Source: an optimization exercise on an open RTL-to-GDS flow (aim: small area and a short achievable clock period). Production flows keep margins and buffers that such runs may drop. RTL that was checked went through simulation tests only; none was proved equivalent to the original. Power is estimated from default activity; no workload was simulated.

Setup of run A:
==> flow/design.v (excerpt) <==
module uyvy_to_rgb_pair_converter (
    input  logic        i_clk,
    input  logic        i_rst_n,
    input  logic        start,
    output logic        busy,
    input  logic [7:0]  i_cb_sample,
    input  logic [7:0]  i_luma_first,
    input  logic [7:0]  i_cr_sample,
    input  logic [7:0]  i_luma_second,
    output logic        o_valid,
    output logic [15:0] o_red_first,
    output logic [15:0] o_green_first,
    output logic [15:0] o_blue_first,
    output logic [15:0] o_red_second,
    output logic [15:0] o_green_second,
    output logic [15:0] o_blue_second
);
==> module uyvy2rgb_clamp, before the edit <==
module uyvy2rgb_clamp (
    input  logic [7:0]                   i_luma,
    input  logic [8:0]                   i_hi,
    input  logic [7:0]                   i_lo,
    output logic [uyvy2rgb_pkg::OW-1:0]  o_chan
);
    logic [7:0] n_sum;
    logic [7:0] n_lim;
    logic       n_low;
    logic       n_high;
    assign n_sum  = i_luma + i_hi[7:0];
    assign n_lim  = ~i_hi[7:0];
    assign n_low  = ~i_hi[8] & (i_luma <= n_lim);
    assign n_high = i_hi[8] & (i_luma >= n_lim);
    assign o_chan[15:8] = n_low ? 8'h00 : (n_high ? 8'hff : n_sum);
    assign o_chan[7:0]  = (n_low | n_high) ? 8'h00 : i_lo;
endmodule
Settings: LEC_CHECK=0, CAP_MARGIN=20, CORE_MARGIN=2, CORE_UTILIZATION=55, SETUP_SLACK_MARGIN=1.5, SLEW_MARGIN=20; clock period 5.5 ns.
standard.sh (not shown) runs the stock make flow with config.mk's settings and CLKGATE_MAP_FILE= SYNTH_SCRIPT=/design/flow/synth_recipe.tcl, a recipe that flattens the netlist after the stock synthesis.
==> flow/flow/run.sh <==
#!/bin/bash
# Own layout flow: the standard ORFS flow (standard.sh), with the input
# and output port buffers made from a plain buffer cell instead of the
# resizer's default choice. Everything else is the standard flow.
# The full make output goes to flow_make.log in the work folder; ORFS keeps
# each step's own log under orfs/logs/.
set -euo pipefail
export BUFFER_PORTS_ARGS="-buffer_cell sky130_fd_sc_hd__buf_1"
bash standard.sh finish > flow_make.log 2>&1
Run A ended with every stage complete and zero timing, DRC or antenna violations.
What run B does differently from run A at the input level:
--- a/flow/design.v
+++ b/flow/design.v
@@ -276,18 +276,19 @@
     input  logic [7:0]                   i_luma,
     input  logic [8:0]                   i_hi,
     input  logic [7:0]                   i_lo,
     output logic [uyvy2rgb_pkg::OW-1:0]  o_chan
 );
+    logic       n_carry;
     logic [7:0] n_sum;
-    logic [7:0] n_lim;
+    logic       n_all_prop;
     logic       n_low;
     logic       n_high;
-    assign n_sum  = i_luma + i_hi[7:0];
-    assign n_lim  = ~i_hi[7:0];
-    assign n_low  = ~i_hi[8] & (i_luma <= n_lim);
-    assign n_high = i_hi[8] & (i_luma >= n_lim);
+    assign {n_carry, n_sum} = {1'b0, i_luma} + {1'b0, i_hi[7:0]};
+    assign n_all_prop = &(i_luma ^ i_hi[7:0]);
+    assign n_low  = ~i_hi[8] & ~n_carry;
+    assign n_high = i_hi[8] & (n_carry | n_all_prop);
     assign o_chan[15:8] = n_low ? 8'h00 : (n_high ? 8'hff : n_sum);
     assign o_chan[7:0]  = (n_low | n_high) ? 8'h00 : i_lo;
 endmodule
 module uyvy2rgb_clamp_cs #(
     parameter int unsigned HW = 10
Findings:
- The placement-stage worst setup slack of run B exceeds that of run A by 0.11 ns.
- On share of cell area taken by muxes after synthesis, run A tracks run B almost exactly.
- Diff run A -> run B | worst setup slack after layout | increase of 0.24 ns
- The count of unique library cells instantiated by Yosys of run B exceeds that of run A by 2.9%.
- Compared with run A, total power in run B decreased by a few percent.
- The die area of run B exceeds that of run A by 170 um^2.
- In the flow results for run B and run A, the signed area change from the synthesized netlist to the final layout is larger on run A.
- Higher global routing usage on met2 among run B and run A: run A
- | final critical-path required period | higher: run A |
- On sequential share of layout area: between run B and run A, it ends up lower for run A.
- The final reports for run B and run A show synthesized cell count higher in the former.
- Run A reports its most common cell after layout, fill and taps aside as sky130_fd_sc_hd__a21oi_1 while run B reports sky130_fd_sc_hd__buf_1.
- Run A → run B: arrival time reported for the critical path endpoint now sits lower, core utilization of the finished layout saw a decrease.
The RTL of run A was laid out without a check of its function.

re-timing with driven ports:
The results above use ideal ports. As a check the final layouts listed here were re-extracted and re-timed, cells and wires unchanged.
Step 1 assumes that a clkbuf_16 drives the clock port and a buf_2 every other input.
Step 2 also shifts input and output timing later by t, the mid clock arrival at the registers, as if the neighbouring blocks saw the same clock.
Three values: ideal, step 1, step 2; two values: the first two.
| run | t (ns) | setup slack, ns | hold slack, ns | pins driven straight from the clock port |
|---|---|---|---|---|
| run A | 0.411 | 1.412 / 1.412 / 1.412 | 0.322 / 0.322 / 0.322 | 1 |
| run B | 0.405 | 1.652 / 1.640 / 1.652 | 0.329 / 0.329 / 0.329 | 1 |
After both steps setup and hold are still met in every run listed.
